Source: an optimization exercise on an open RTL-to-GDS flow (aim: a short achievable clock period and few clock cycles per item). Production flows keep margins and buffers that such runs may drop. Function was checked by simulation only, so behaviour that the tests miss may differ from the original. No run shown here takes its clock network from TritonCTS; it comes from the design's own scripts or RTL. No driver is modelled on the clock port, so clock power and skew are understated where the tree is cut down; a real chip needs a root buffer or a tree. Power and IR drop assume default switching activity.

==> design/flow/design.v <==
`default_nettype none
package cpuPkg;
    localparam int WordWidth = 32;
    localparam int NumRegs   = 16;
    localparam int OpWidth   = 5;
    localparam int OpMsb = 31;  
    localparam int RaMsb = 26;  
    localparam int RbMsb = 22;  
    localparam int RcMsb = 18;  
    typedef logic [WordWidth-1:0]       wordT;
    typedef logic [$clog2(NumRegs)-1:0] regIdxT;
    typedef logic [NumRegs-1:0]         regMaskT;  
    typedef logic [4:0]                 shiftT;    
    localparam logic [OpWidth-1:0] OpLdw  = 5'd0;
    localparam logic [OpWidth-1:0] OpAdd  = 5'd3;
    localparam logic [OpWidth-1:0] OpSub  = 5'd4;
    localparam logic [OpWidth-1:0] OpAnd  = 5'd5;
    localparam logic [OpWidth-1:0] OpOr   = 5'd6;
    localparam logic [OpWidth-1:0] OpShr  = 5'd7;
    localparam logic [OpWidth-1:0] OpShl  = 5'd8;
    localparam logic [OpWidth-1:0] OpNeg  = 5'd9;
    localparam logic [OpWidth-1:0] OpNot  = 5'd10;
    localparam logic [OpWidth-1:0] OpOutp = 5'd11;
endpackage
`default_nettype wire
`default_nettype none
module regFile (
    input  logic            Clock,
    input  logic            rstN,
    input  cpuPkg::regMaskT wrLate,
    input  cpuPkg::wordT    resData,
    input  cpuPkg::regMaskT selA,
    input  cpuPkg::regMaskT selB,
    input  cpuPkg::regMaskT selC,
    input  logic            fwdA,
    input  logic            fwdB,
    input  logic            fwdC,
    output cpuPkg::wordT    rdA,
    output cpuPkg::wordT    rdB,
    output cpuPkg::wordT    rdC
);
    logic [cpuPkg::NumRegs*cpuPkg::WordWidth-1:0] regs;
    always_ff @(posedge Clock or negedge rstN) begin
        if (!rstN) begin
            regs <= '0;
        end else begin
            for (int i = 0; i < cpuPkg::NumRegs; i++) begin
                if (wrLate[i]) regs[i*cpuPkg::WordWidth +: cpuPkg::WordWidth] <= resData;
            end
        end
    end
    busMux uReadA (.sel(selA), .fwd(fwdA), .regs(regs), .fwdData(resData), .bus(rdA));
    busMux uReadB (.sel(selB), .fwd(fwdB), .regs(regs), .fwdData(resData), .bus(rdB));
    busMux uReadC (.sel(selC), .fwd(fwdC), .regs(regs), .fwdData(resData), .bus(rdC));
endmodule
`default_nettype wire
`default_nettype none
module busMux (
    input  cpuPkg::regMaskT                                 sel,
    input  logic                                            fwd,
    input  logic [cpuPkg::NumRegs*cpuPkg::WordWidth-1:0]    regs,
    input  cpuPkg::wordT                                    fwdData,
    output cpuPkg::wordT                                    bus
);
    always_comb begin
        bus = fwdData & {cpuPkg::WordWidth{fwd}};
        for (int i = 0; i < cpuPkg::NumRegs; i++) begin
            bus = bus | (regs[i*cpuPkg::WordWidth +: cpuPkg::WordWidth] & {cpuPkg::WordWidth{sel[i]}});
        end
    end
endmodule
`default_nettype wire
`default_nettype none
module alu (
    input  cpuPkg::wordT addP,     
    input  cpuPkg::wordT addG,     
    input  logic         addS0,    
    input  cpuPkg::wordT shIn,     
    input  logic [2:0]   shAmt,    
    input  cpuPkg::wordT ldData,   
    input  logic         selAdd,   
    input  logic         selShl,
    input  logic         selShr,
    input  logic         selAnd,
    input  logic         selOr,
    input  logic         selNot,   
    input  logic         selLdw,
    output cpuPkg::wordT result
);
    cpuPkg::wordT gLvl [0:5];
    cpuPkg::wordT pLvl [0:5];
    cpuPkg::wordT sum;
    cpuPkg::wordT andV;
    cpuPkg::wordT shOut;
    cpuPkg::wordT shRev;
    cpuPkg::wordT other;
    always_comb begin
        gLvl[0] = addG;
        pLvl[0] = addP;
        for (int l = 0; l < 5; l++) begin
            for (int i = 0; i < cpuPkg::WordWidth; i++) begin
                if (i >= (1 << l)) begin
                    gLvl[l+1][i] = gLvl[l][i] | (pLvl[l][i] & gLvl[l][i - (1 << l)]);
                    pLvl[l+1][i] = pLvl[l][i] & pLvl[l][i - (1 << l)];
                end else begin
                    gLvl[l+1][i] = gLvl[l][i];
                    pLvl[l+1][i] = pLvl[l][i];
                end
            end
        end
        sum[0] = addS0;
        for (int i = 1; i < cpuPkg::WordWidth; i++) begin
            sum[i] = addP[i] ^ gLvl[5][i-1];
        end
    end
    assign andV  = addG;  
    assign shOut = shIn << shAmt;
    always_comb begin
        for (int i = 0; i < cpuPkg::WordWidth; i++) begin
            shRev[i] = shOut[cpuPkg::WordWidth-1-i];
        end
    end
    assign other  = (shOut          & {cpuPkg::WordWidth{selShl}})
                  | (shRev          & {cpuPkg::WordWidth{selShr}})
                  | (andV           & {cpuPkg::WordWidth{selAnd}})
                  | ((addP | andV)  & {cpuPkg::WordWidth{selOr}})
                  | (addP           & {cpuPkg::WordWidth{selNot}})
                  | (ldData         & {cpuPkg::WordWidth{selLdw}});
    assign result = (sum & {cpuPkg::WordWidth{selAdd}}) | other;
endmodule
`default_nettype wire
`default_nettype none
module dataPath (
    input  logic         Clock,
    input  logic         rstN,
    input  logic         ready,
    input  logic         busy,
    input  logic         fetch,
    input  logic         accept,
    input  cpuPkg::wordT memData,
    output cpuPkg::wordT memAddr,
    output cpuPkg::wordT outPort
);
    cpuPkg::wordT    pc;
    cpuPkg::wordT    mar;
    cpuPkg::wordT    ir;
    cpuPkg::regMaskT selA;
    cpuPkg::regMaskT selB;
    cpuPkg::regMaskT selC;
    logic            fwdA;
    logic            fwdB;
    logic            fwdC;
    cpuPkg::regMaskT wrLate;   
    cpuPkg::wordT    resReg;   
    logic            postFetch;  
    cpuPkg::wordT    npc;      
    cpuPkg::wordT    npc1;     
    cpuPkg::wordT    rdA;
    cpuPkg::wordT    rdB;
    cpuPkg::wordT    rdC;
    cpuPkg::wordT    result;
    cpuPkg::wordT    addP;
    cpuPkg::wordT    addG;
    logic            addS0;
    cpuPkg::wordT    shIn;
    logic [2:0]      shAmt;
    cpuPkg::wordT    ldData;
    logic            selAdd;
    logic            selShl;
    logic            selShr;
    logic            selAnd;
    logic            selOr;
    logic            selNot;
    logic            selLdw;
    cpuPkg::wordT    pcInc1;
    cpuPkg::wordT    pcInc2;
    cpuPkg::wordT    pcInc3;
    cpuPkg::regMaskT wrMask;
    logic [cpuPkg::OpWidth-1:0] op;
    cpuPkg::regIdxT  ra;
    logic isLdw, isAdd, isSub, isAnd, isOr, isShr, isShl, isNeg, isNot, isOutp;
    logic isWrite;
    cpuPkg::wordT    shSrc;
    cpuPkg::wordT    shPre;
    cpuPkg::wordT    opX;
    cpuPkg::wordT    opY;
    logic            opCin;
    cpuPkg::wordT    bitP;
    cpuPkg::wordT    bitG;
    cpuPkg::regMaskT decA;
    cpuPkg::regMaskT decB;
    cpuPkg::regMaskT decC;
    logic            loadIr;
    regFile uRegFile (
        .Clock  (Clock),
        .rstN   (rstN),
        .wrLate  (wrLate),
        .resData (resReg),
        .selA    (selA),
        .selB    (selB),
        .selC    (selC),
        .fwdA    (fwdA),
        .fwdB    (fwdB),
        .fwdC    (fwdC),
        .rdA    (rdA),
        .rdB    (rdB),
        .rdC    (rdC)
    );
    alu uAlu (
        .addP     (addP),
        .addG     (addG),
        .addS0    (addS0),
        .shIn     (shIn),
        .shAmt    (shAmt),
        .ldData   (ldData),
        .selAdd   (selAdd),
        .selShl   (selShl),
        .selShr   (selShr),
        .selAnd   (selAnd),
        .selOr    (selOr),
        .selNot   (selNot),
        .selLdw   (selLdw),
        .result   (result)
    );
    assign op     = ir[cpuPkg::OpMsb -: cpuPkg::OpWidth];
    assign ra     = ir[cpuPkg::RaMsb -: $clog2(cpuPkg::NumRegs)];
    assign isLdw  = (op == cpuPkg::OpLdw);
    assign isAdd  = (op == cpuPkg::OpAdd);
    assign isSub  = (op == cpuPkg::OpSub);
    assign isAnd  = (op == cpuPkg::OpAnd);
    assign isOr   = (op == cpuPkg::OpOr);
    assign isShr  = (op == cpuPkg::OpShr);
    assign isShl  = (op == cpuPkg::OpShl);
    assign isNeg  = (op == cpuPkg::OpNeg);
    assign isNot  = (op == cpuPkg::OpNot);
    assign isOutp = (op == cpuPkg::OpOutp);
    assign isWrite = isLdw | isAdd | isSub | isAnd | isOr | isShr | isShl | isNeg | isNot;
    always_comb begin
        for (int i = 0; i < cpuPkg::NumRegs; i++) begin
            decA[i] = (memData[cpuPkg::RaMsb -: 4] == 4'(i));
            decB[i] = (memData[cpuPkg::RbMsb -: 4] == 4'(i));
            decC[i] = (memData[cpuPkg::RcMsb -: 4] == 4'(i));
        end
    end
    always_comb begin
        for (int i = 0; i < cpuPkg::WordWidth; i++) begin
            shSrc[i] = isShr ? rdB[cpuPkg::WordWidth-1-i] : rdB[i];
        end
    end
    assign shPre = shSrc << {rdC[4:3], 3'b000};
    assign opX   = (isNeg | isNot) ? '0 : rdB;
    assign opY   = (isSub | isNeg | isNot) ? ~rdC : rdC;
    assign opCin = isSub | isNeg;
    always_comb begin
        bitP    = opX ^ opY;
        bitG    = opX & opY;
        bitG[0] = (opX[0] & opY[0]) | (bitP[0] & opCin);
    end
    assign pcInc1 = pc + 32'd1;
    assign pcInc2 = pc + 32'd2;
    assign pcInc3 = pc + 32'd3;
    assign loadIr = fetch;
    always_ff @(posedge Clock) begin
        if (loadIr) begin
            ir     <= memData;
            selA   <= decA & ~wrMask;
            selB   <= decB & ~wrMask;
            selC   <= decC & ~wrMask;
            fwdA   <= |(decA & wrMask);
            fwdB   <= |(decB & wrMask);
            fwdC   <= |(decC & wrMask);
        end else if (postFetch) begin
            selA   <= selA | (wrLate & {cpuPkg::NumRegs{fwdA}});
            selB   <= selB | (wrLate & {cpuPkg::NumRegs{fwdB}});
            selC   <= selC | (wrLate & {cpuPkg::NumRegs{fwdC}});
            fwdA   <= 1'b0;
            fwdB   <= 1'b0;
            fwdC   <= 1'b0;
        end
        postFetch <= fetch;
        resReg    <= result;
        begin
            addP     <= bitP;
            addG     <= bitG;
            addS0    <= bitP[0] ^ opCin;
            shIn     <= shPre;
            shAmt    <= rdC[2:0];
            ldData   <= memData;  
            selAdd   <= isAdd | isSub | isNeg;
            selShl   <= isShl;
            selShr   <= isShr;
            selAnd   <= isAnd;
            selOr    <= isOr;
            selNot   <= isNot;
            selLdw   <= isLdw;
            npc      <= isLdw ? pcInc2 : pcInc1;
            npc1     <= isLdw ? pcInc3 : pcInc2;
        end
    end
    function automatic cpuPkg::regMaskT decodeRa(input cpuPkg::regIdxT idx);
        decodeRa = '0;
        decodeRa[idx] = 1'b1;
    endfunction
    always_ff @(posedge Clock or negedge rstN) begin
        if (!rstN) begin
            pc      <= '0;
            mar     <= '0;
            outPort <= '0;
            wrMask  <= '0;
            wrLate  <= '0;
        end else begin
            wrLate <= wrMask;
            wrMask <= (accept && isWrite) ? decodeRa(ra) : '0;
            if (fetch && ready) pc <= npc;  
            if (!ready)                mar <= 32'd1;  
            else if (fetch)            mar <= npc1;
            else if (accept && isLdw)  mar <= pcInc2;
            if (accept && isOutp) outPort <= rdA;
        end
    end
    assign memAddr = mar;
endmodule
`default_nettype wire
`default_nettype none
module controlSequencer (
    input  logic Clock,
    input  logic rstN,
    input  logic start,
    output logic ready,    
    output logic busy,     
    output logic fetch,    
    output logic accept,
    output logic done
);
    always_ff @(posedge Clock or negedge rstN) begin
        if (!rstN) begin
            ready <= 1'b0;
            done  <= 1'b0;
            fetch <= 1'b1;
        end else begin
            ready <= 1'b1;  
            done  <= accept;
            fetch <= accept;
        end
    end
    assign busy   = done;
    assign accept = start & ready & ~fetch;
endmodule
`default_nettype wire
`default_nettype none
module cpuTop (
    input  logic Clock,
    input  logic rstN,
    input  logic start,
    input  cpuPkg::wordT memData,
    output cpuPkg::wordT memAddr,
    output logic memRead,
    output logic done,
    output cpuPkg::wordT outPort
);
    logic ready;
    logic busy;
    logic accept;
    logic fetch;
    controlSequencer uSequencer (
        .Clock  (Clock),
        .rstN   (rstN),
        .start  (start),
        .ready  (ready),
        .busy   (busy),
        .fetch  (fetch),
        .accept (accept),
        .done   (done)
    );
    dataPath uDataPath (
        .Clock   (Clock),
        .rstN    (rstN),
        .ready   (ready),
        .busy    (busy),
        .fetch   (fetch),
        .accept  (accept),
        .memData (memData),
        .memAddr (memAddr),
        .outPort (outPort)
    );
    assign memRead = 1'b1;
endmodule
`default_nettype wire
==> design/flow/flow/run.sh <==
#!/bin/bash
# The standard layout (standard.sh: the ORFS flow and synthesis), with hooks:
#  - before CTS (flow/pre_cts.tcl): output buffers moved next to the flip-flops
#    driving them, and a two-level clock tree built by flow/cts_custom.tcl
#    (four buf_16 roots on the clock port, buf_12 leaves of about 24
#    flip-flops each, placed by recursive bisection) in place of TritonCTS;
#  - the setup repair after CTS and after global route aims at a 5.4 ns margin.
# make's full output goes to standard_flow.log here; ORFS keeps each step's log
# under orfs/logs.
set -euo pipefail
here=$(pwd)
export PRE_CTS_TCL="$here/flow/pre_cts.tcl"
export PRE_GLOBAL_ROUTE_TCL="$here/flow/pre_grt.tcl"
export CTREE_ROOTS=4
export CTREE_SINKS=24
export CTREE_ROOT_CELL=sky130_fd_sc_hd__buf_16
export CTREE_LEAF_CELL=sky130_fd_sc_hd__buf_12
export CTREE_MOVE_OBUF=1
export CTREE_MARGIN=5.4
bash standard.sh finish > "$here/standard_flow.log" 2>&1
==> design/flow/flow/cts_custom.tcl <==
# Custom clock tree for this design: the clock port feeds a few root buffers,
# which feed (optionally a middle level and then) leaf buffers placed at
# k-means cluster centres of the flip-flops. Replaces clock_tree_synthesis.

proc ctree_env {name default} {
  if {[info exists ::env($name)] && $::env($name) ne ""} { return $::env($name) }
  return $default
}

# points: list of {x y}; returns {assign centres}
proc ctree_kmeans {points k} {
  set n [llength $points]
  set sorted [lsort -integer -index 0 $points]
  set cx {}; set cy {}
  for {set i 0} {$i < $k} {incr i} {
    set s [lindex $sorted [expr {int(($i + 0.5) * $n / $k)}]]
    lappend cx [lindex $s 0]; lappend cy [lindex $s 1]
  }
  for {set iter 0} {$iter < 40} {incr iter} {
    set assign {}
    set sx [lrepeat $k 0.0]; set sy [lrepeat $k 0.0]; set cnt [lrepeat $k 0]
    foreach p $points {
      set x [lindex $p 0]; set y [lindex $p 1]
      set best 0; set bd 1e30
      for {set c 0} {$c < $k} {incr c} {
        set d [expr {abs($x - [lindex $cx $c]) + abs($y - [lindex $cy $c])}]
        if {$d < $bd} { set bd $d; set best $c }
      }
      lappend assign $best
      lset sx $best [expr {[lindex $sx $best] + $x}]
      lset sy $best [expr {[lindex $sy $best] + $y}]
      lset cnt $best [expr {[lindex $cnt $best] + 1}]
    }
    for {set c 0} {$c < $k} {incr c} {
      if {[lindex $cnt $c] > 0} {
        lset cx $c [expr {int([lindex $sx $c] / [lindex $cnt $c])}]
        lset cy $c [expr {int([lindex $sy $c] / [lindex $cnt $c])}]
      }
    }
  }
  set centres {}
  for {set c 0} {$c < $k} {incr c} {
    if {[lindex $cnt $c] > 0} { lappend centres [list [lindex $cx $c] [lindex $cy $c]] } else { lappend centres {} }
  }
  puts "  cluster sizes: $cnt"
  return [list $assign $centres]
}

proc ctree_buffer {name x y innet {cellvar CTREE_CELL}} {
  set block [ord::get_db_block]
  set master [[ord::get_db] findMaster [ctree_env $cellvar [ctree_env CTREE_CELL sky130_fd_sc_hd__clkbuf_16]]]
  set inst [odb::dbInst_create $block $master $name]
  $inst setLocation $x $y
  $inst setPlacementStatus PLACED
  [$inst findITerm A] connect $innet
  set net [odb::dbNet_create $block "${name}_net"]
  $net setSigType CLOCK
  [$inst findITerm X] connect $net
  return $net
}

# recursive bisection of items {id x y} into k groups of near equal size,
# each split across the longer side of the group's bounding box
proc ctree_bisect {items k} {
  if {$k <= 1} { return [list $items] }
  set xs {}; set ys {}
  foreach it $items { lappend xs [lindex $it 1]; lappend ys [lindex $it 2] }
  set xs [lsort -integer $xs]; set ys [lsort -integer $ys]
  set w [expr {[lindex $xs end] - [lindex $xs 0]}]
  set h [expr {[lindex $ys end] - [lindex $ys 0]}]
  set idx [expr {$w >= $h ? 1 : 2}]
  set sorted [lsort -integer -index $idx $items]
  set k1 [expr {$k / 2}]
  set k2 [expr {$k - $k1}]
  set n [llength $sorted]
  set cut [expr {int(round(double($n) * $k1 / $k))}]
  return [concat [ctree_bisect [lrange $sorted 0 [expr {$cut - 1}]] $k1] \
                 [ctree_bisect [lrange $sorted $cut end] $k2]]
}

proc ctree_centre {items} {
  set sx 0.0; set sy 0.0
  foreach it $items { set sx [expr {$sx + [lindex $it 1]}]; set sy [expr {$sy + [lindex $it 2]}] }
  set n [llength $items]
  return [list [expr {int($sx / $n)}] [expr {int($sy / $n)}]]
}

proc custom_clock_tree {} {
  set nroots  [ctree_env CTREE_ROOTS 4]
  set persink [ctree_env CTREE_SINKS 24]
  set block [ord::get_db_block]
  set clknet [$block findNet Clock]
  $clknet setSigType CLOCK

  set items {}
  foreach it [$clknet getITerms] {
    set bb [[$it getInst] getBBox]
    set x [expr {([$bb xMin] + [$bb xMax]) / 2}]
    set y [expr {([$bb yMin] + [$bb yMax]) / 2}]
    lappend items [list $it $x $y]
  }
  set n [llength $items]
  set perroot [expr {int(ceil(double($n) / $nroots / $persink))}]
  puts "custom clock tree: $n sinks, $nroots roots, $perroot leaves per root"

  set r 0
  set l 0
  foreach group [ctree_bisect $items $nroots] {
    lassign [ctree_centre $group] gx gy
    set leaves [ctree_bisect $group $perroot]
    # root sits at the centre of its leaves
    set lc {}
    foreach leaf $leaves { lappend lc [concat [list x] [ctree_centre $leaf]] }
    lassign [ctree_centre $lc] rx ry
    set rootNet [ctree_buffer "ctree_root_$r" $rx $ry $clknet CTREE_ROOT_CELL]
    foreach leaf $leaves {
      lassign [ctree_centre $leaf] lx ly
      set leafNet [ctree_buffer "ctree_leaf_$l" $lx $ly $rootNet CTREE_LEAF_CELL]
      foreach it $leaf {
        set iterm [lindex $it 0]
        $iterm disconnect
        $iterm connect $leafNet
      }
      incr l
    }
    incr r
  }
}


# Move each output port's buffer next to the cell that drives it, so that the
# driver (a flip-flop) sees a short wire and the buffer drives the long one.
proc ctree_move_output_buffers {} {
  set block [ord::get_db_block]
  set moved 0
  foreach bt [$block getBTerms] {
    if {[$bt getIoType] ne "OUTPUT"} { continue }
    set net [$bt getNet]
    if {$net eq "NULL" || $net eq ""} { continue }
    set drv {}
    foreach it [$net getITerms] { if {[$it isOutputSignal]} { set drv $it } }
    if {$drv eq {}} { continue }
    set buf [$drv getInst]
    # the buffer's input net and its driver
    set src {}
    foreach it [$buf getITerms] {
      if {[$it isInputSignal] && [$it getNet] ne "NULL"} {
        foreach it2 [[$it getNet] getITerms] { if {[$it2 isOutputSignal]} { set src [$it2 getInst] } }
      }
    }
    if {$src eq {} || [$src getMaster] eq "NULL" || [[$src getMaster] isBlock]} { continue }
    set sname [[$src getMaster] getName]
    if {![string match "*df*" $sname]} { continue }
    lassign [$src getLocation] sx sy
    $buf setLocation $sx $sy
    $buf setPlacementStatus PLACED
    incr moved
  }
  puts "moved $moved output buffers next to their flip-flops"
}

rename clock_tree_synthesis __orig_clock_tree_synthesis
proc clock_tree_synthesis {args} {
  if {[ctree_env CTREE_MOVE_OBUF 0]} { ctree_move_output_buffers }
  custom_clock_tree
  set_propagated_clock [all_clocks]
}
==> design/flow/flow/pre_cts.tcl <==
set ::env(SETUP_SLACK_MARGIN) $::env(CTREE_MARGIN)
source [file join [file dirname [info script]] cts_custom.tcl]
==> design/flow/flow/pre_grt.tcl <==
# Runs at the start of ORFS's global route step: the same repair margin as CTS.
set ::env(SETUP_SLACK_MARGIN) $::env(CTREE_MARGIN)
==> design/flow/standard.sh <==
#!/bin/bash
# synth_recipe.tcl (not shown) runs the flow's synth.tcl, then flattens the netlist and writes it again
# the make line also repeats each setting of config.mk as NAME=value (left out here)
make -C /OpenROAD-flow-scripts/flow DESIGN_CONFIG=/design/flow/config.mk WORK_HOME=/design/flow/orfs CLKGATE_MAP_FILE= SYNTH_SCRIPT=/design/flow/synth_recipe.tcl "${@:-finish}"
==> design/flow/config.mk <==
export PLATFORM = sky130hd
export DESIGN_NAME = cpuTop
export DESIGN_NICKNAME = cpuTop
export VERILOG_FILES = /design/flow/design.v
export SDC_FILE = /design/flow/constraint.sdc
export NUM_CORES = 4
export LEC_CHECK = 0
export ABC_CLOCK_PERIOD_IN_PS = 2000
export CAP_MARGIN = 20
export CORE_MARGIN = 2
export CORE_UTILIZATION = 40
export SETUP_SLACK_MARGIN = 5
export SLEW_MARGIN = 20
==> design/flow/constraint.sdc <==
create_clock -name core_clock -period 7.5 [get_ports {Clock}]
set_input_delay 1.5000 -clock core_clock [delete_from_list [all_inputs] [get_ports {Clock}]]
set_output_delay 1.5000 -clock core_clock [all_outputs]
set_load 0.01 [all_outputs]
==> flow_metrics.env, run 1 <==
export IMPL_io_buffers=99
export IMPL_nNetsFinal=4688
export IMPL_synth_edf_count=60
export IMPL_ant_nets=0
export IMPL_finalSetupViolCount=0
export IMPL_timing_final_max_slew_violations=0
export IMPL_p_per_area_nw_per_um2=191
export IMPL_initial_core_util_pct=40.4
export IMPL_wire_per_inst_um=38.1
export IMPL_ioPinCount=101
export IMPL_crit_type="flip-flop to output pin"
export IMPL_synth_area_um2=47700
export IMPL_path_buf_inv=1
export IMPL_die_x_um=349
export IMPL_max_slew_worst_pin_slew_ns=1.13
export IMPL_grt_usage_pct=36.1
export IMPL_dpl_instance_area_um2=49700
export IMPL_worstPathMaxFanout=2
export IMPL_ys_types=83
export IMPL_cp_arrival_ns=1.03
export IMPL_synth_flop_cell="dfrtp_1"
export IMPL_max_stage_delay_ns=0.44
export IMPL_crit_path_start_kind="flip-flop"
export IMPL_grt_ovfl_total=0
export IMPL_ys_seq_area_share_pct=47.4
export IMPL_num_rows=126
export IMPL_maxCapViolCount=0
export IMPL_gp_congestion=0.911
export IMPL_tns_ns=0
export IMPL_viasPerCell=7.36
export IMPL_dr_pass1_iters=17
export IMPL_multi_input_area_um2=26900
export IMPL_final_util_pct=51.6
export IMPL_yosysWarnings=7
export IMPL_avgSynthCellArea_um2=10.9
export IMPL_path_cells="buf_6"
export IMPL_fillers=9918
export IMPL_syn_inst=4379
export IMPL_wl_um=235000
export IMPL_fp_dieH_um=349
export IMPL_clkTransAtPathRegs_ns=0.10
export IMPL_dieArea_um2=122000
export IMPL_relSlewSlack_pct=24.5
export IMPL_rsz0062_at_grt="true"
export IMPL_max_vdd_ir_drop_mv=0.167
export IMPL_synth_area_leader_cell="dfrtp_1"
export IMPL_synth_seq_cells=939
export IMPL_seq_area_um2=22700
export IMPL_status="complete, no violations"
export IMPL_fin_worst_skew_ns=0.0563
export IMPL_detailed_place_hpwl_um=111000
export IMPL_antenna_found_initial=9
export IMPL_synthArstFlopShare_pct=68.5
export IMPL_vias=45300
export IMPL_cp_top_family="flip-flops"
export IMPL_period_needed_ns=2.53
export IMPL_worst_setup_path_end_kind="output pin"
export IMPL_synth_top_area_share_pct=33.7
export IMPL_grt_pass1_wl_um=319000
export IMPL_p_leak_nw=25.9
export IMPL_synth_common_cells="dfrtp_1, mux2_2, a22oi_1"
export IMPL_drive_gt1_share_pct=40.6
export IMPL_yosys_top_cells_area="dfrtp_1, mux2_2, dfxtp_1"
export IMPL_hp_class="flip-flop to flip-flop"
export IMPL_hold_viol_final=0
export IMPL_cp_slowest_cell="dfrtp_1"
export IMPL_core_area_um2=118000
export IMPL_drtIter0Drc=9477
export IMPL_fmax_mhz=396
export IMPL_cp_required_ns=6.00
export IMPL_yosysMostFrequentCell="dfrtp_1"
export IMPL_design_area_um2=60900
export IMPL_grt_max_degree=100
export IMPL_clk_insertion_delay_late_ns=0.44
export IMPL_first_global_vias=42000
export IMPL_syn_to_final_growth_pct=27.7
export IMPL_timing_final_crit_share_pct=33.7
export IMPL_drc_errors=0
==> kinds of logic after synthesis <==
family | Yosys count | synth area share, %
AOI/OAI and AO/OA | 1220 | 19.5
xor gates and xnor gates | 135 | 2.48
adders and majority gates | 42 | 1.12
buffers and inverters | 480 | 3.94
DFF | 939 | 47.4
muxes | 691 | 16.5
other | 1 | 0.00787
and+or+nand+nor | 871 | 9.02
==> worst paths after layout <==
kind                                                            end  slack [ns]  depth (start not counted)                        startpoint
max in group asynchronous  uDataPath.uRegFile.regs[477]$_DFFE_PN0P_        5.50                          2                              rstN
setup reg to reg                         uDataPath.shIn[24]$_DFF_P_        5.00                         10       uDataPath.selB[2]$_DFFE_PP_
min in group asynchronous  uDataPath.uRegFile.regs[259]$_DFFE_PN0P_        1.04                          1                              rstN
setup / recovery                                         outPort[0]        4.97                          1  uDataPath.outPort[0]$_DFFE_PN0P_
hold reg to reg                        uDataPath.pc[23]$_DFFE_PN0P_        0.46                          1         uDataPath.npc[23]$_DFF_P_
hold / removal                         uDataPath.pc[23]$_DFFE_PN0P_        0.46                          1         uDataPath.npc[23]$_DFF_P_
==> layer usage <==
metal / part of all wire, % / up-vias / routed length (µm) / global-route usage (%)
met2: 38 / 4450 / 89800 / 48.2
met4: 9.8 / 23 / 23100 / 24.9
met3: 17 / 1355 / 39800 / 17.0
li1: - / 17200 / - / -
met5: 0.35 / - / 829 / 0
met1: 35 / 22200 / 81100 / 45.5
==> final cells by class <==
class                           count  area share (%)
Timing Repair Buffer              634            13.5
Multi-Input combinational cell   2965            44.2
Timing Repair inverter              2          0.0247
Inverter                           25           0.193
Tap cell                         1536            3.16
Sequential cell                   939            37.3
Buffer                             44            1.50
Antenna cell                        7          0.0288
==> report_power, final <==
| part | leakage, nW | total [mW] | internal, mW | switching, mW |
|---|---|---|---|---|
| sequential | 11.4 | 5.75 | 5.36 | 0.392 |
| combinational | 14.1 | 3.28 | 1.32 | 1.96 |
| clock | 0.427 | 2.62 | 0.948 | 1.67 |
| total | 25.9 | 11.6 | 7.63 | 4.02 |
==> through the flow <==
step	worst slack (ns)	power (mW)	instances	hold slack, ns
floorplan	4.91	6.73	4380	0.401
global placement	3.97	7.67	5656	0.441
detailed placement	3.92	7.68	5658	0.446
CTS	5.03	11.1	5997	0.471
global route	4.97	11.8	6145	0.477
finish	4.97	11.6	6152	0.458
==> sequential cells by signal (all words and copies together) (netlist names), 32 cells and up <==
register / cells
uDataPath.addG: 32
uDataPath.addP: 32
uDataPath.ldData: 32
uDataPath.mar: 32
uDataPath.npc: 32
uDataPath.npc1: 32
uDataPath.outPort: 32
uDataPath.pc: 32
uDataPath.resReg: 32
uDataPath.shIn: 32
uDataPath.uRegFile.regs: 512
==> what timing repair did <==
action                     4_1_cts  5_1_grt
hold buffers                     0        0
cloned                          55       14
setup endpoints to repair     1030      681
pin swaps                      269      274
setup buffers                  240      134
gates resized for setup       1223      380
==> cell usage in the layout (no fill, tap or decap), drive strengths merged, types with 12 or more instances in the layout <==
cell type,count
a21o,16
a222oi,126
clkbuf,12
a22o,74
edfxtp,60
nand2,204
buf,638
xor2,48
mux2,579
nand2b,37
a221oi,105
nor2,230
nand4,81
o21a,13
ha,41
and3,52
o21ai,94
nor3,29
mux4,19
a21oi,119
a22oi,517
xnor2,87
or2,12
mux2i,93
nand3b,14
inv,22
dfxtp,236
dfrtp,642
and2,49
clkdlybuf4s50,20
o32ai,46
a31oi,41
nand3,123
Testbench counts, summed over its fixed seeds: cycles 24,000, instructions 12,000.
==> run 2, diff against run 1 <==
--- a/design/flow/design.v
+++ b/design/flow/design.v
@@ -30,10 +30,16 @@
     input  cpuPkg::regMaskT wrLate,
     input  cpuPkg::wordT    resData,
-    input  cpuPkg::regMaskT selA,
-    input  cpuPkg::regMaskT selB,
-    input  cpuPkg::regMaskT selC,
-    input  logic            fwdA,
-    input  logic            fwdB,
-    input  logic            fwdC,
+    input  cpuPkg::regMaskT selALo,
+    input  cpuPkg::regMaskT selBLo,
+    input  cpuPkg::regMaskT selCLo,
+    input  cpuPkg::regMaskT selAHiN,
+    input  cpuPkg::regMaskT selBHiN,
+    input  cpuPkg::regMaskT selCHiN,
+    input  logic            fwdALo,
+    input  logic            fwdBLo,
+    input  logic            fwdCLo,
+    input  logic            fwdAHiN,
+    input  logic            fwdBHiN,
+    input  logic            fwdCHiN,
     output cpuPkg::wordT    rdA,
     output cpuPkg::wordT    rdB,
@@ -50,21 +56,32 @@
         end
     end
-    busMux uReadA (.sel(selA), .fwd(fwdA), .regs(regs), .fwdData(resData), .bus(rdA));
-    busMux uReadB (.sel(selB), .fwd(fwdB), .regs(regs), .fwdData(resData), .bus(rdB));
-    busMux uReadC (.sel(selC), .fwd(fwdC), .regs(regs), .fwdData(resData), .bus(rdC));
+    busMux #(.Lsb(0),  .Width(16), .ActiveLow(1'b0)) uReadALo (.sel(selALo),  .fwd(fwdALo),  .regs(regs), .fwdData(resData), .bus(rdA[15:0]));
+    busMux #(.Lsb(16), .Width(16), .ActiveLow(1'b1)) uReadAHi (.sel(selAHiN), .fwd(fwdAHiN), .regs(regs), .fwdData(resData), .bus(rdA[31:16]));
+    busMux #(.Lsb(0),  .Width(16), .ActiveLow(1'b0)) uReadBLo (.sel(selBLo),  .fwd(fwdBLo),  .regs(regs), .fwdData(resData), .bus(rdB[15:0]));
+    busMux #(.Lsb(16), .Width(16), .ActiveLow(1'b1)) uReadBHi (.sel(selBHiN), .fwd(fwdBHiN), .regs(regs), .fwdData(resData), .bus(rdB[31:16]));
+    busMux #(.Lsb(0),  .Width(16), .ActiveLow(1'b0)) uReadCLo (.sel(selCLo),  .fwd(fwdCLo),  .regs(regs), .fwdData(resData), .bus(rdC[15:0]));
+    busMux #(.Lsb(16), .Width(16), .ActiveLow(1'b1)) uReadCHi (.sel(selCHiN), .fwd(fwdCHiN), .regs(regs), .fwdData(resData), .bus(rdC[31:16]));
 endmodule
 `default_nettype wire
 `default_nettype none
-module busMux (
+module busMux #(
+    parameter int Lsb       = 0,
+    parameter int Width     = 16,
+    parameter bit ActiveLow = 1'b0
+) (
     input  cpuPkg::regMaskT                                 sel,
     input  logic                                            fwd,
     input  logic [cpuPkg::NumRegs*cpuPkg::WordWidth-1:0]    regs,
     input  cpuPkg::wordT                                    fwdData,
-    output cpuPkg::wordT                                    bus
+    output logic [Width-1:0]                                bus
 );
+    cpuPkg::regMaskT selOn;
+    logic            fwdOn;
+    assign selOn = ActiveLow ? ~sel : sel;
+    assign fwdOn = ActiveLow ? ~fwd : fwd;
     always_comb begin
-        bus = fwdData & {cpuPkg::WordWidth{fwd}};
+        bus = fwdData[Lsb +: Width] & {Width{fwdOn}};
         for (int i = 0; i < cpuPkg::NumRegs; i++) begin
-            bus = bus | (regs[i*cpuPkg::WordWidth +: cpuPkg::WordWidth] & {cpuPkg::WordWidth{sel[i]}});
+            bus = bus | (regs[i*cpuPkg::WordWidth + Lsb +: Width] & {Width{selOn[i]}});
         end
     end
@@ -144,11 +161,23 @@
     cpuPkg::wordT    pc;
     cpuPkg::wordT    mar;
-    cpuPkg::wordT    ir;
-    cpuPkg::regMaskT selA;
-    cpuPkg::regMaskT selB;
-    cpuPkg::regMaskT selC;
-    logic            fwdA;
-    logic            fwdB;
-    logic            fwdC;
+    cpuPkg::regMaskT raDec;    
+    cpuPkg::regMaskT selALo;
+    cpuPkg::regMaskT selBLo;
+    cpuPkg::regMaskT selCLo;
+    cpuPkg::regMaskT selAHiN;
+    cpuPkg::regMaskT selBHiN;
+    cpuPkg::regMaskT selCHiN;
+    logic            fwdALo;
+    logic            fwdBLo;
+    logic            fwdCLo;
+    logic            fwdAHiN;
+    logic            fwdBHiN;
+    logic            fwdCHiN;
+    cpuPkg::regMaskT selANext;
+    cpuPkg::regMaskT selBNext;
+    cpuPkg::regMaskT selCNext;
+    logic            fwdANext;
+    logic            fwdBNext;
+    logic            fwdCNext;
     cpuPkg::regMaskT wrLate;   
     cpuPkg::wordT    resReg;   
@@ -178,5 +207,4 @@
     cpuPkg::regMaskT wrMask;
     logic [cpuPkg::OpWidth-1:0] op;
-    cpuPkg::regIdxT  ra;
     logic isLdw, isAdd, isSub, isAnd, isOr, isShr, isShl, isNeg, isNot, isOutp;
     logic isWrite;
@@ -197,10 +225,16 @@
         .wrLate  (wrLate),
         .resData (resReg),
-        .selA    (selA),
-        .selB    (selB),
-        .selC    (selC),
-        .fwdA    (fwdA),
-        .fwdB    (fwdB),
-        .fwdC    (fwdC),
+        .selALo  (selALo),
+        .selBLo  (selBLo),
+        .selCLo  (selCLo),
+        .selAHiN (selAHiN),
+        .selBHiN (selBHiN),
+        .selCHiN (selCHiN),
+        .fwdALo  (fwdALo),
+        .fwdBLo  (fwdBLo),
+        .fwdCLo  (fwdCLo),
+        .fwdAHiN (fwdAHiN),
+        .fwdBHiN (fwdBHiN),
+        .fwdCHiN (fwdCHiN),
         .rdA    (rdA),
         .rdB    (rdB),
@@ -223,17 +257,21 @@
         .result   (result)
     );
-    assign op     = ir[cpuPkg::OpMsb -: cpuPkg::OpWidth];
-    assign ra     = ir[cpuPkg::RaMsb -: $clog2(cpuPkg::NumRegs)];
-    assign isLdw  = (op == cpuPkg::OpLdw);
-    assign isAdd  = (op == cpuPkg::OpAdd);
-    assign isSub  = (op == cpuPkg::OpSub);
-    assign isAnd  = (op == cpuPkg::OpAnd);
-    assign isOr   = (op == cpuPkg::OpOr);
-    assign isShr  = (op == cpuPkg::OpShr);
-    assign isShl  = (op == cpuPkg::OpShl);
-    assign isNeg  = (op == cpuPkg::OpNeg);
-    assign isNot  = (op == cpuPkg::OpNot);
-    assign isOutp = (op == cpuPkg::OpOutp);
-    assign isWrite = isLdw | isAdd | isSub | isAnd | isOr | isShr | isShl | isNeg | isNot;
+    assign op = memData[cpuPkg::OpMsb -: cpuPkg::OpWidth];
+    always_ff @(posedge Clock) begin
+        if (loadIr) begin
+            isLdw   <= (op == cpuPkg::OpLdw);
+            isAdd   <= (op == cpuPkg::OpAdd);
+            isSub   <= (op == cpuPkg::OpSub);
+            isAnd   <= (op == cpuPkg::OpAnd);
+            isOr    <= (op == cpuPkg::OpOr);
+            isShr   <= (op == cpuPkg::OpShr);
+            isShl   <= (op == cpuPkg::OpShl);
+            isNeg   <= (op == cpuPkg::OpNeg);
+            isNot   <= (op == cpuPkg::OpNot);
+            isOutp  <= (op == cpuPkg::OpOutp);
+            isWrite <= (op == cpuPkg::OpLdw) || ((op >= cpuPkg::OpAdd) && (op <= cpuPkg::OpNot));
+            raDec   <= decA;
+        end
+    end
     always_comb begin
         for (int i = 0; i < cpuPkg::NumRegs; i++) begin
@@ -261,21 +299,41 @@
     assign pcInc3 = pc + 32'd3;
     assign loadIr = fetch;
-    always_ff @(posedge Clock) begin
+    always_comb begin
         if (loadIr) begin
-            ir     <= memData;
-            selA   <= decA & ~wrMask;
-            selB   <= decB & ~wrMask;
-            selC   <= decC & ~wrMask;
-            fwdA   <= |(decA & wrMask);
-            fwdB   <= |(decB & wrMask);
-            fwdC   <= |(decC & wrMask);
+            selANext = decA & ~wrMask;
+            selBNext = decB & ~wrMask;
+            selCNext = decC & ~wrMask;
+            fwdANext = |(decA & wrMask);
+            fwdBNext = |(decB & wrMask);
+            fwdCNext = |(decC & wrMask);
         end else if (postFetch) begin
-            selA   <= selA | (wrLate & {cpuPkg::NumRegs{fwdA}});
-            selB   <= selB | (wrLate & {cpuPkg::NumRegs{fwdB}});
-            selC   <= selC | (wrLate & {cpuPkg::NumRegs{fwdC}});
-            fwdA   <= 1'b0;
-            fwdB   <= 1'b0;
-            fwdC   <= 1'b0;
+            selANext = selALo | (wrLate & {cpuPkg::NumRegs{fwdALo}});
+            selBNext = selBLo | (wrLate & {cpuPkg::NumRegs{fwdBLo}});
+            selCNext = selCLo | (wrLate & {cpuPkg::NumRegs{fwdCLo}});
+            fwdANext = 1'b0;
+            fwdBNext = 1'b0;
+            fwdCNext = 1'b0;
+        end else begin
+            selANext = selALo;
+            selBNext = selBLo;
+            selCNext = selCLo;
+            fwdANext = fwdALo;
+            fwdBNext = fwdBLo;
+            fwdCNext = fwdCLo;
         end
+    end
+    always_ff @(posedge Clock) begin
+        selALo  <= selANext;
+        selBLo  <= selBNext;
+        selCLo  <= selCNext;
+        fwdALo  <= fwdANext;
+        fwdBLo  <= fwdBNext;
+        fwdCLo  <= fwdCNext;
+        selAHiN <= ~selANext;
+        selBHiN <= ~selBNext;
+        selCHiN <= ~selCNext;
+        fwdAHiN <= ~fwdANext;
+        fwdBHiN <= ~fwdBNext;
+        fwdCHiN <= ~fwdCNext;
         postFetch <= fetch;
         resReg    <= result;
@@ -298,8 +356,4 @@
         end
     end
-    function automatic cpuPkg::regMaskT decodeRa(input cpuPkg::regIdxT idx);
-        decodeRa = '0;
-        decodeRa[idx] = 1'b1;
-    endfunction
     always_ff @(posedge Clock or negedge rstN) begin
         if (!rstN) begin
@@ -311,5 +365,5 @@
         end else begin
             wrLate <= wrMask;
-            wrMask <= (accept && isWrite) ? decodeRa(ra) : '0;
+            wrMask <= (accept && isWrite) ? raDec : '0;
             if (fetch && ready) pc <= npc;  
             if (!ready)                mar <= 32'd1;  
==> flow_metrics.env, run 2 <==
export IMPL_status="complete, no violations"
export IMPL_crit_type="flip-flop to output pin"
export IMPL_fin_worst_skew_ns=0.0503
export IMPL_detailed_place_hpwl_um=135000
export IMPL_crit_path_start_kind="flip-flop"
export IMPL_synth_seq_cells=1008
export IMPL_yosys_top_cells_area="dfrtp_1, dfxtp_1, mux2_2"
export IMPL_tns_ns=0
export IMPL_fmax_mhz=399
export IMPL_multi_input_area_um2=25000
export IMPL_ant_nets=0
export IMPL_synth_edf_count=27
export IMPL_final_util_pct=49.4
export IMPL_io_buffers=99
export IMPL_timing_final_crit_share_pct=33.5
export IMPL_clk_insertion_delay_late_ns=0.44
export IMPL_cp_required_ns=6.00
export IMPL_ys_seq_area_share_pct=48.1
export IMPL_fp_dieH_um=355
export IMPL_finalSetupViolCount=0
export IMPL_dieArea_um2=126000
export IMPL_num_rows=128
export IMPL_viasPerCell=6.86
export IMPL_clkTransAtPathRegs_ns=0.11
export IMPL_synth_top_area_share_pct=32.7
export IMPL_nNetsFinal=5397
export IMPL_grt_pass1_wl_um=330000
export IMPL_pre_cts_ws_ns=3.43
export IMPL_path_buf_inv=1
export IMPL_drtIter0Drc=10100
export IMPL_max_stage_delay_ns=0.42
export IMPL_core_area_um2=122000
export IMPL_synth_flop_cell="dfrtp_1"
export IMPL_dr_pass1_iters=14
export IMPL_p_per_area_nw_per_um2=343
export IMPL_layout_commonest_cell="dfrtp_1"
export IMPL_fillers=11100
export IMPL_final_cell_mix="dfrtp_1, nand2_1, buf_4"
export IMPL_top_register="uDataPath.uRegFile.regs"
export IMPL_yosysMostFrequentCell="dfrtp_1"
export IMPL_drive_gt1_share_pct=29.3
export IMPL_syn_to_final_growth_pct=22.6
export IMPL_ioPinCount=101
export IMPL_max_vdd_ir_drop_mv=0.232
export IMPL_largest_reg_flops=512
export IMPL_die_x_um=355
export IMPL_relSlewSlack_pct=19.7
export IMPL_maxCapViolCount=0
export IMPL_path_cells="buf_6"
export IMPL_wire_per_inst_um=34.3
export IMPL_ys_types=80
export IMPL_grt_ovfl_total=0
export IMPL_cp_slowest_cell="dfrtp_1"
export IMPL_worst_setup_path_end_kind="output pin"
export IMPL_grt_max_degree=87
export IMPL_grt_usage_pct=35.9
export IMPL_yosysWarnings=8
export IMPL_max_slew_worst_pin_slew_ns=1.20
export IMPL_hold_viol_final=0
export IMPL_seq_area_um2=23900
export IMPL_hp_class="flip-flop to flip-flop"
export IMPL_synthArstFlopShare_pct=63.8
export IMPL_gp_congestion=0.976
export IMPL_synth_area_leader_cell="dfrtp_1"
export IMPL_finalWorstSetupSlack_ns=4.99
export IMPL_period_needed_ns=2.51
export IMPL_worstPathMaxFanout=2
export IMPL_vias=47700
export IMPL_cp_arrival_ns=1.01
export IMPL_synth_area_um2=49200
export IMPL_rsz0062_at_grt="true"
export IMPL_wl_um=239000
export IMPL_syn_inst=5094
export IMPL_avgSynthCellArea_um2=9.65
export IMPL_cp_top_family="flip-flops"
export IMPL_first_global_vias=43900
export IMPL_timing_final_max_slew_violations=0
export IMPL_initial_core_util_pct=40.3
export IMPL_antenna_found_initial=17
export IMPL_p_leak_nw=24.2
export IMPL_drc_errors=0
export IMPL_synth_common_cells="dfrtp_1, nand2_1, clkbuf_1"
## run 2: cell types whose count changed in the layout (fill, tap and decap cells not counted), sizes merged, moves of 37 or more
| cell | previous run | this run |
|---|---|---|
| o22ai | 6 | 318 |
| nand2 | 204 | 418 |
| a22o | 74 | 33 |
| inv | 22 | 369 |
| o21ai | 94 | 297 |
| nor3 | 29 | 71 |
| nand2b | 37 | 77 |
| mux2 | 579 | 330 |
| dfxtp | 236 | 338 |
| a31oi | 41 | 78 |
| a22oi | 517 | 265 |
| a221oi | 105 | 60 |
## run 2: worst paths after layout
kind                                                        start                                       end  slack (ns)  cells after the start
worst max-delay path            uDataPath.outPort[16]$_DFFE_PN0P_                               outPort[16]        4.99                      1
worst min-delay path                    uDataPath.isAnd$_DFFE_PP_                  uDataPath.selAnd$_DFF_P_        0.36                      0
worst max register to register          uDataPath.addP[1]$_DFF_P_              uDataPath.resReg[29]$_DFF_P_        5.02                      8
worst min register to register          uDataPath.isAnd$_DFFE_PP_                  uDataPath.selAnd$_DFF_P_        0.36                      0
max in group asynchronous                                    rstN               uDataPath.pc[5]$_DFFE_PN0P_        5.51                      2
min in group asynchronous                                    rstN  uDataPath.uRegFile.regs[191]$_DFFE_PN0P_        0.95                      1
## run 2: cell type report
cell class,count,share of cell area [%]
diodes,4,0.0166
repair buffers,637,11.3
flip-flops and latches,1008,39.6
inverters,386,2.53
well taps,1625,3.37
plain buffers,48,1.64
multi-input cells,3243,41.5
## run 2: routing by layer
metal  up-vias  wire, µm  GRT usage, %  share of wire [%]
met5         -       252          1.09               0.11
met4        20     20500          21.3                8.6
met3      1326     38100          15.1                 16
met2      4272     94300          50.4                 40
met1     23000     85300          45.7                 36
li1      19000         -             -                  -
## run 2: what timing repair did
item	CTS	global route
resized for setup	1002	385
cloned	21	7
pin swaps	115	141
endpoints found under the setup margin	1011	527
hold buffers	0	0
buffers inserted	218	171
## run 2: stage by stage
step	hold WS (ns)	instances	area [µm²]	power (mW)
2_1_floorplan	0.323	5095	49300	12.5
3_3_place_gp	0.326	6482	51500	15.2
3_5_place_dp	0.335	6482	51500	15.3
4_1_cts	0.366	6769	57100	19.3
5_1_grt	0.370	6947	60200	21.3
6_report	0.359	6951	60300	20.7
## run 2: power by group
group / leakage, nW / total (mW) / internal (mW) / switching [mW]
logic: 13.0 / 8.63 / 3.83 / 4.80
clock network: 0.464 / 2.82 / 1.03 / 1.79
registers: 10.7 / 9.22 / 7.09 / 2.13
## run 2: cell families after synthesis
kind of cell | after synthesis | share of synthesized area, %
other | 1 | 0.00763
AO/OA/AOI/OAI | 1503 | 20.9
AND/OR/NAND/NOR | 1126 | 10.9
XOR/XNOR | 130 | 2.32
adder cells (fa/ha/maj) | 38 | 0.982
multiplexers | 431 | 10.0
buffers and inverters | 857 | 6.71
flip-flops | 1008 | 48.1
Testbench counts of run 2, summed over its fixed seeds: cycles 24,000, instructions 12,000.
==> run 3, diff against run 2 <==
--- a/design/flow/design.v
+++ b/design/flow/design.v
@@ -92,4 +92,6 @@
     input  cpuPkg::wordT addP,     
     input  cpuPkg::wordT addG,     
+    input  cpuPkg::wordT addG1,    
+    input  cpuPkg::wordT addP1,    
     input  logic         addS0,    
     input  cpuPkg::wordT shIn,     
@@ -115,5 +117,7 @@
         gLvl[0] = addG;
         pLvl[0] = addP;
-        for (int l = 0; l < 5; l++) begin
+        gLvl[1] = addG1;
+        pLvl[1] = addP1;
+        for (int l = 1; l < 5; l++) begin
             for (int i = 0; i < cpuPkg::WordWidth; i++) begin
                 if (i >= (1 << l)) begin
@@ -161,4 +165,5 @@
     cpuPkg::wordT    pc;
     cpuPkg::wordT    mar;
+    cpuPkg::wordT    outHold;
     cpuPkg::regMaskT raDec;    
     cpuPkg::regMaskT selALo;
@@ -191,4 +196,6 @@
     cpuPkg::wordT    addP;
     cpuPkg::wordT    addG;
+    cpuPkg::wordT    addG1;
+    cpuPkg::wordT    addP1;
     logic            addS0;
     cpuPkg::wordT    shIn;
@@ -244,4 +251,6 @@
         .addP     (addP),
         .addG     (addG),
+        .addG1    (addG1),
+        .addP1    (addP1),
         .addS0    (addS0),
         .shIn     (shIn),
@@ -341,4 +350,6 @@
             addP     <= bitP;
             addG     <= bitG;
+            addG1    <= {bitG[cpuPkg::WordWidth-1:1] | (bitP[cpuPkg::WordWidth-1:1] & bitG[cpuPkg::WordWidth-2:0]), bitG[0]};
+            addP1    <= {bitP[cpuPkg::WordWidth-1:1] & bitP[cpuPkg::WordWidth-2:0], bitP[0]};
             addS0    <= bitP[0] ^ opCin;
             shIn     <= shPre;
@@ -370,7 +381,11 @@
             else if (fetch)            mar <= npc1;
             else if (accept && isLdw)  mar <= pcInc2;
-            if (accept && isOutp) outPort <= rdA;
+            outPort <= (accept && isOutp) ? rdA : outHold;
         end
     end
+    always_ff @(posedge Clock) begin
+        if (!rstN)                 outHold <= '0;
+        else if (accept && isOutp) outHold <= rdA;
+    end
     assign memAddr = mar;
 endmodule
--- a/design/flow/flow/cts_custom.tcl
+++ b/design/flow/flow/cts_custom.tcl
@@ -113,4 +113,12 @@
     foreach leaf $leaves { lappend lc [concat [list x] [ctree_centre $leaf]] }
     lassign [ctree_centre $lc] rx ry
+    if {[ctree_env CTREE_ROOT_BBOX 0]} {
+      # root at the centre of its leaves' bounding box
+      set xs {}; set ys {}
+      foreach c $lc { lappend xs [lindex $c 1]; lappend ys [lindex $c 2] }
+      set xs [lsort -integer $xs]; set ys [lsort -integer $ys]
+      set rx [expr {([lindex $xs 0] + [lindex $xs end]) / 2}]
+      set ry [expr {([lindex $ys 0] + [lindex $ys end]) / 2}]
+    }
     set rootNet [ctree_buffer "ctree_root_$r" $rx $ry $clknet CTREE_ROOT_CELL]
     foreach leaf $leaves {
@@ -152,7 +160,22 @@
     set sname [[$src getMaster] getName]
     if {![string match "*df*" $sname]} { continue }
-    lassign [$src getLocation] sx sy
-    $buf setLocation $sx $sy
-    $buf setPlacementStatus PLACED
+    if {[ctree_env CTREE_MOVE_OBUF 0] == 2} {
+      # move the flip-flop and its buffer to the port, just inside the core
+      set bb [$bt getBBox]
+      set px [expr {([$bb xMin] + [$bb xMax]) / 2}]
+      set py [expr {([$bb yMin] + [$bb yMax]) / 2}]
+      set core [$block getCoreArea]
+      set m 4000
+      set px [expr {max([$core xMin] + $m, min([$core xMax] - 3 * $m, $px))}]
+      set py [expr {max([$core yMin] + $m, min([$core yMax] - $m, $py))}]
+      $src setLocation $px $py
+      $src setPlacementStatus PLACED
+      $buf setLocation $px $py
+      $buf setPlacementStatus PLACED
+    } else {
+      lassign [$src getLocation] sx sy
+      $buf setLocation $sx $sy
+      $buf setPlacementStatus PLACED
+    }
     incr moved
   }
==> flow_metrics.env, run 3 <==
export IMPL_r2r_cells=7
export IMPL_yosysWarnings=8
export IMPL_synth_common_cells="dfrtp_1, nand2_1, dfxtp_1"
export IMPL_dr_pass1_iters=15
export IMPL_hold_viol_final=0
export IMPL_ys_types=72
export IMPL_ant_nets=0
export IMPL_crit_end="uDataPath.resReg[29]$_DFF_P_"
export IMPL_top_register="uDataPath.uRegFile.regs"
export IMPL_fp_dieH_um=361
export IMPL_path_buf_inv=0
export IMPL_startpoint="uDataPath.addP1[14]$_DFF_P_"
export IMPL_fin_worst_skew_ns=0.0432
export IMPL_synth_seq_cells=1099
export IMPL_rrSetupSlack_ns=4.99
export IMPL_antenna_found_initial=14
export IMPL_max_stage_delay_ns=0.67
export IMPL_synthArstFlopShare_pct=58.5
export IMPL_clkTransAtPathRegs_ns=0.10
export IMPL_synth_edf_count=27
export IMPL_status="complete, no violations"
export IMPL_io_buffers=99
export IMPL_total_power_mw=22.1
export IMPL_largest_reg_flops=512
export IMPL_gp_congestion=0.988
export IMPL_synth_top_area_share_pct=31.4
export IMPL_detailed_place_hpwl_um=137000
export IMPL_yosysMostFrequentCell="dfrtp_1"
export IMPL_path_cells="and4_4 -> a21oi_4 -> nor4bb_4 -> o211ai_1 -> a31o_2 -> and2_4 -> o211ai_1"
export IMPL_initial_core_util_pct=40.2
export IMPL_first_global_vias=45300
export IMPL_max_slew_worst_pin_slew_ns=1.21
export IMPL_rr_startpoint="uDataPath.addP1[14]$_DFF_P_"
export IMPL_clk_insertion_delay_late_ns=0.45
export IMPL_syn_to_final_growth_pct=29.9
export IMPL_final_cell_mix="dfrtp_1, buf_4, nand2_1"
export IMPL_holdWs_ns=0.354
export IMPL_rr_endpoint="uDataPath.resReg[29]$_DFF_P_"
export IMPL_hp_class="flip-flop to flip-flop"
export IMPL_postCtsHoldBufs=0
export IMPL_grt_use_met1_pct=45.3
export IMPL_fmax_mhz=398
export IMPL_relSlewSlack_pct=19.4
export IMPL_vias=49200
export IMPL_met3_usage_pct=15.2
export IMPL_synth_area_leader_cell="dfrtp_1"
export IMPL_grt_max_degree=66
export IMPL_die_x_um=361
export IMPL_ioPinCount=101
export IMPL_viasPerCell=6.81
export IMPL_avgSynthCellArea_um2=9.89
export IMPL_max_vdd_ir_drop_mv=0.206
export IMPL_core_area_um2=127000
export IMPL_tns_ns=0
export IMPL_wl_um=249000
export IMPL_num_rows=131
export IMPL_period_needed_ns=2.51
export IMPL_wire_per_inst_um=34.5
export IMPL_maxCapViolCount=0
export IMPL_finalSetupViolCount=0
export IMPL_crit_path_start_kind="flip-flop"
export IMPL_rsz0062_at_grt="true"
export IMPL_drtIter0Drc=9973
export IMPL_p_leak_nw=26.8
export IMPL_ys_seq_area_share_pct=49.9
export IMPL_top_usage_layer="met2"
export IMPL_p_per_area_nw_per_um2=332
export IMPL_worst_setup_path_end_kind="flip-flop"
export IMPL_fillers=11000
export IMPL_cp_slowest_cell="o211ai_1"
export IMPL_drive_gt1_share_pct=35.2
export IMPL_yosys_top_cells_area="dfrtp_1, dfxtp_1, mux2_2"
export IMPL_layout_commonest_cell="dfrtp_1"
export IMPL_crit_cells=7
export IMPL_crit_type="flip-flop to flip-flop"
export IMPL_worstPathMaxFanout=4
export IMPL_grt_pass1_wl_um=337000
export IMPL_global_route_usage_met2_pct=49.4
export IMPL_dieArea_um2=131000
export IMPL_nNetsFinal=5629
export IMPL_timing_final_max_slew_violations=0
export IMPL_timing_final_crit_share_pct=33.5
export IMPL_cp_required_ns=7.76
export IMPL_grt_ovfl_total=0
export IMPL_cp_top_family="compound AO/OA/AOI/OAI gates"
export IMPL_syn_inst=5164
export IMPL_cp_common_cell="o211ai_1"
export IMPL_grt_usage_pct=35.4
export IMPL_drc_errors=0
export IMPL_cp_arrival_ns=2.77
export IMPL_synth_flop_cell="dfrtp_1"
export IMPL_synth_area_um2=51100
run 3: cell count changes in the layout (fill, tap and decap cells not counted), moves of 29 or more:
cell | previous run | this run
nor2_1 | 157 | 125
dfxtp_1 | 265 | 348
buf_12 | 123 | 157
ha_1 | 35 | 5
and2_1 | 11 | 57
a21oi_1 | 129 | 98
o22ai_1 | 314 | 250
nor3_1 | 37 | 8
nor2_4 | 24 | 53
a31oi_1 | 60 | 14
inv_1 | 362 | 330
buf_4 | 365 | 426
run 3: worst min path at each step:
stage          depth (start not counted)                      start                  endpoint  slack [ns]
3_3_place_gp                           0  uDataPath.isAnd$_DFFE_PP_  uDataPath.selAnd$_DFF_P_        0.32
3_5_place_dp                           0   uDataPath.isOr$_DFFE_PP_   uDataPath.selOr$_DFF_P_        0.33
6_report                               0   uDataPath.isOr$_DFFE_PP_   uDataPath.selOr$_DFF_P_        0.35
5_1_grt                                0   uDataPath.isOr$_DFFE_PP_   uDataPath.selOr$_DFF_P_        0.37
4_1_cts                                0   uDataPath.isOr$_DFFE_PP_   uDataPath.selOr$_DFF_P_        0.35
2_1_floorplan                          0  uDataPath.isAnd$_DFFE_PP_  uDataPath.selAnd$_DFF_P_        0.32
run 3: kinds of logic after synthesis:
family	share of synthesized area (%)
and+or+nand+nor	10.9
other	0.00734
DFF	49.9
adders and majority gates	0.921
muxes	9.96
buffers and inverters	6.09
xor gates and xnor gates	2.33
AOI/OAI and AO/OA	19.9
run 3: layer usage:
| metal | share of wire (%) | wire, µm |
|---|---|---|
| met4 | 8.5 | 21200 |
| met5 | 0.072 | 179 |
| met2 | 39 | 97900 |
| met3 | 17 | 41400 |
| met1 | 36 | 88900 |
run 3: report_power, final:
group          leakage (nW)  total (mW)  switching, mW  internal (mW)
clock network         0.502        3.05           1.95           1.11
logic                  14.8        9.17           4.99           4.18
registers              11.5        9.83           2.18           7.65
total                  26.8        22.1           9.11           12.9
run 3: layout make-up:
class                      count  area [µm²]  area share [%]
multi-input combinational   3260       27300            41.1
tap                         1662        2080            3.13
inverter                     370        1510            2.27
buffer                        52        1070            1.61
antenna                       10        25.0          0.0377
timing repair buffer         774        8650            13.0
sequential                  1099       25700            38.8
run 3: stage by stage:
step | cell area (µm²) | cells | setup slack, ns | util, %
4_1_cts | 61900 | 7018 | 5.02 | 48.7
5_1_grt | 66400 | 7221 | 5.00 | 52.2
2_1_floorplan | 51300 | 5165 | 4.97 | -
3_5_place_dp | 53600 | 6610 | 3.40 | 42.1
3_3_place_gp | 53600 | 6610 | 3.52 | 42.1
6_report | 66400 | 7227 | 4.99 | 52.2
run 3: what timing repair did:
item	4_1_cts	5_1_grt
gates cloned	24	14
resized for setup	1279	530
endpoints found under the hold margin	0	0
pin swaps	281	240
endpoints found under the setup margin	1143	467
buffers inserted	332	185
Testbench counts of run 3, summed over its fixed seeds: cycles 24,000, instructions 12,000.

static timing again, ports no longer ideal:
In the flow no input, the clock included, has a driving cell. The finished layouts below were timed again as built, in two steps. Step 1 (the two cells are an assumption about what drives the block):
set clk [get_ports {Clock}]
set_driving_cell -lib_cell sky130_fd_sc_hd__clkbuf_16 $clk
set_driving_cell -lib_cell sky130_fd_sc_hd__buf_2 [delete_from_list [all_inputs] $clk]
Step 2, shift: input delay + t, output delay - t, t = (earliest + latest rising clock arrival at the registers) / 2. This alone moves slack from input paths to output paths. Three values: ideal, step 1, step 2; two values: the first two.
run | shift t [ns] | setup WS [ns] | hold WS [ns] | worst setup path at the end | cell pins on the clock port's net
run 1 | 0.583 | 4.972 / 4.804 / 4.672 | 0.458 / 0.458 / 0.458 | input to register | 4
run 2 | 0.602 | 4.991 / 4.804 / 4.467 | 0.359 / 0.359 / 0.359 | input to register | 4
run 3 | 0.625 | 4.989 / 4.836 / 4.531 | 0.354 / 0.354 / 0.354 | input to register | 4
After both steps every run listed still meets setup and hold. For run 2, which loses most, drivers alone change the setup slack by -0.187 ns; drivers and shift together by -0.524 ns.
